Context: an optimization exercise on an open-source flow, tuned for small area and a short achievable clock period. The choices shown serve that exercise and are no tape-out recipe. Function was checked by simulation only, so behaviour that the tests miss may differ from the original. Power is estimated from default activity; no workload was simulated.

Setup of run A:
Design axi_rd_mem_stub, start of the top module:
module axi_rd_mem_stub #(
    parameter int ADDR_BITS            = 16,
    parameter int LOG_BLOCK_DATA_BYTES = 0,
    parameter int MEM_WORD_BITS        = 8,
    parameter int BURST_LEN_WIDTH      = 8,
    parameter int TID_WIDTH            = 8,
    parameter int LOG_OUTSTANDING      = 2,
    parameter int LAT_WIDTH            = 6,
    localparam int DATA_WIDTH          = 8 << LOG_BLOCK_DATA_BYTES
) (
    input  logic                       clk,
    input  logic                       rst,
    input  logic                       s_ar_valid,
    output logic                       s_ar_ready,
    input  logic [ADDR_BITS-1:0]       s_ar_addr,
    input  logic [BURST_LEN_WIDTH-1:0] s_ar_len,
    input  logic [TID_WIDTH-1:0]       s_ar_id,
    output logic                       s_r_valid,
    input  logic                       s_r_ready,
    output logic [DATA_WIDTH-1:0]      s_r_data,
    output logic [TID_WIDTH-1:0]       s_r_id,
    output logic                       s_r_last,
    output logic [1:0]                 s_r_resp,
    input  logic [LAT_WIDTH-1:0]       cfg_latency,
    input  logic                       ld_en,
    input  logic [MEM_WORD_BITS-1:0]   ld_addr,
    input  logic [DATA_WIDTH-1:0]      ld_data,
    output logic [LOG_OUTSTANDING:0]   outstanding,
    output logic                       busy
  ...
clock: 5.5 ns
lec_check: 0
cap_margin: 20
core_margin: 2
core_utilization: 66
cts_cluster_diameter: 80
cts_cluster_size: 24
place_density: 0.72
setup_slack_margin: 2.9
slew_margin: 20
synth_hierarchical: 1
run.sh (not shown) runs the stock make flow with config.mk's settings and CLKGATE_MAP_FILE= SYNTH_SCRIPT=/design/flow/synth_recipe.tcl, a recipe that flattens the netlist after the stock synthesis.
Input changes introduced in run B (baseline for comparison: run A):
Settings: swapping 2.9 for 3.3 in SETUP_SLACK_MARGIN.
[summary]
- Run A reports its critical path endpoint as r_data_r[6]$_DFFE_PP_ while run B reports r_data_r[3]$_DFFE_PP_.
- Sort run A and run B by first-pass GRT wire length, descending, and run B comes first.
- Compared to run A, run B has number of cells on the critical path 1 higher.
- Comparing run B with run A, the overall die area came out essentially unchanged.
- Core util | run B vs run A | run B higher
## Diff of input files: run C against run B
Settings: swapping 3.3 for 3.6 in SETUP_SLACK_MARGIN.
==> comparison <==
Run B → run C: number of buffer and inverter instances along the worst setup path shows a reduction of 1; first-pass GRT wire length shows an increase of about 3.6%; count of clock-buffer cells in the layout shows a reduction of 2. The final layout from run C, which completed every stage, passed the timing, design-rule and antenna checks at the end of the flow. Side by side, count of cell instances traversed by the critical path turned out lower in run C than in run B. When run C is set beside run B, its pin count of the biggest net entering global routing turns out to be 60% larger. Relative to run B, the HPWL after detailed placement of run C is higher by 0.49%. The placed standard-cell area was comparable across run C and run B. Comparing run C against run B, there is no change at all in initial cell density of the core. Wire length reported by the detailed router: run C > run B. Taking run B as the reference, in run C final critical-path setup slack lost 76 ps; worst-case reg-to-reg path depth lost 1.

---

axi_rd_mem_stub, a different RTL version from the one above (not shown whole).
Size: about 4600 cells after synthesis, about 2300 flip-flops, roughly 89000 µm² of cells after synthesis.
Settings: LEC_CHECK=0, CAP_MARGIN=20, CORE_MARGIN=2, CORE_UTILIZATION=65, CTS_CLUSTER_DIAMETER=100, CTS_CLUSTER_SIZE=30, PLACE_DENSITY=0.72, SETUP_SLACK_MARGIN=2.9, SLEW_MARGIN=20; clock period 5.5 ns.
standard.sh (not shown) runs the stock make flow with config.mk's settings and CLKGATE_MAP_FILE= SYNTH_SCRIPT=/design/flow/synth_recipe.tcl, a recipe that flattens the netlist after the stock synthesis.
==> flow/flow/run.sh <==
#!/bin/bash
# Standard ORFS layout (standard.sh), with two changes to how it is made:
# the port buffers are plain buffers (buffer_ports otherwise picks a delay
# cell), and timing repair may resize cells across footprints.
set -euo pipefail
bash standard.sh MATCH_CELL_FOOTPRINT=0 "BUFFER_PORTS_ARGS=-buffer_cell sky130_fd_sc_hd__buf_2" finish > make_finish.log 2>&1
The baseline ran to the end with no violations.
Next try:
==> flow/run.sh (new file) <==
#!/bin/bash
# synth_recipe.tcl (not shown) runs the flow's synth.tcl, then flattens the netlist and writes it again
# the make line also repeats each setting of config.mk as NAME=value (left out here)
make -C /OpenROAD-flow-scripts/flow DESIGN_CONFIG=/design/flow/config.mk WORK_HOME=/design/flow/orfs CLKGATE_MAP_FILE= SYNTH_SCRIPT=/design/flow/synth_recipe.tcl finish
Settings changed: CORE_UTILIZATION 65 to 70, CTS_CLUSTER_DIAMETER 100 to 80, CTS_CLUSTER_SIZE 30 to 24, PLACE_DENSITY 0.72 to 0.76.
removed: flow/flow/run.sh
removed: flow/standard.sh
Effect: Utilization increases by 6.1 points; non-clock buffer count decreases by 4; setup slack got worse by 17 ps; final cell count decreases by 1.5%; sequential share of layout area decreases by 0.45 points; area after synthesis does not change; design area increases by 0.70%; count of clock-buffer cells in the layout increases by 20; register-to-register slack got worse by 20 ps.
Next try:
Settings changed: CORE_UTILIZATION 70 to 65, CTS_CLUSTER_DIAMETER 80 to 100, CTS_CLUSTER_SIZE 24 to 30, PLACE_DENSITY 0.76 to 0.72, SETUP_SLACK_MARGIN 2.9 to 2.6.
Total power drops by a few percent.
Setup slack is worse by 9.3 ps.
Non-clock buffer count is lower by 36.
Flip-flop and latch count does not change.
Final area decreases slightly.
Synthesized cell count does not change.
Routed wire length shrinks by a few percent.
Next try:
==> flow/flow/run.sh (new file) <==
#!/bin/bash
# Standard ORFS layout (standard.sh), with two changes to how it is made:
# the port buffers are plain buffers (buffer_ports otherwise picks a delay
# cell), and timing repair may resize cells across footprints.
set -euo pipefail
bash standard.sh MATCH_CELL_FOOTPRINT=0 "BUFFER_PORTS_ARGS=-buffer_cell sky130_fd_sc_hd__buf_2" finish > make_finish.log 2>&1
==> flow/standard.sh (new file) <==
#!/bin/bash
# synth_recipe.tcl (not shown) runs the flow's synth.tcl, then flattens the netlist and writes it again
# the make line also repeats each setting of config.mk as NAME=value (left out here)
make -C /OpenROAD-flow-scripts/flow DESIGN_CONFIG=/design/flow/config.mk WORK_HOME=/design/flow/orfs CLKGATE_MAP_FILE= SYNTH_SCRIPT=/design/flow/synth_recipe.tcl "${@:-finish}"
Settings changed: CORE_UTILIZATION 65 to 70, CTS_CLUSTER_DIAMETER 100 to 80, CTS_CLUSTER_SIZE 30 to 24, PLACE_DENSITY 0.72 to 0.76, SETUP_SLACK_MARGIN 2.6 to 3.3.
removed: flow/run.sh
After rerunning: Combinational power went up by roughly a tenth. Power rises by a few percent. Routed wire length increases by a few percent. Clock skew fell by 6.6 ps. Die area drops by a little under a tenth. Critical path depth rose by 2. Fmax rose slightly. Area after synthesis does not change. Hold slack gets worse by 33 ps.

-- port drivers added, routing unchanged --
The results above use ideal ports. As a check the final layouts listed here were re-extracted and re-timed, cells and wires unchanged.
Step 1: set_driving_cell puts a clkbuf_16 on clk and a buf_2 on each other input, an assumption about the parent block.
Step 2 adds t to the input delays and takes it off the output delays; t is the mean of the earliest and latest rising clock arrival at the registers after step 1. Input paths then give back, and output paths get back, about the clock's delay inside the block.
a / b / c = no drivers / after step 1 / after step 2; a / b = the first two.
run | shift t [ns] | setup slack, ns | latest minus earliest clock arrival (ns)
run A | 0.840 | 2.479 / 2.479 / 2.059 | 0.024 / 0.024
run B | 0.837 | 2.569 / 2.569 / 1.948 | 0.032 / 0.032
run C | 0.833 | 2.493 / 2.493 / 1.873 | 0.049 / 0.049
the first run of note 2 | 0.817 | 2.594 / 2.594 / 2.000 | 0.060 / 0.060
the second run of note 2 | 0.837 | 2.577 / 2.577 / 2.028 | 0.041 / 0.042
the third run of note 2 | 0.801 | 2.568 / 2.563 / 1.882 | 0.059 / 0.059
the fourth run of note 2 | 0.837 | 2.596 / 2.596 / 2.109 | 0.059 / 0.059
After both steps setup and hold are still met in every run listed. The setup slack of the third run of note 2, which loses most, moves by -0.005 ns with the drivers and by -0.686 ns with both steps.
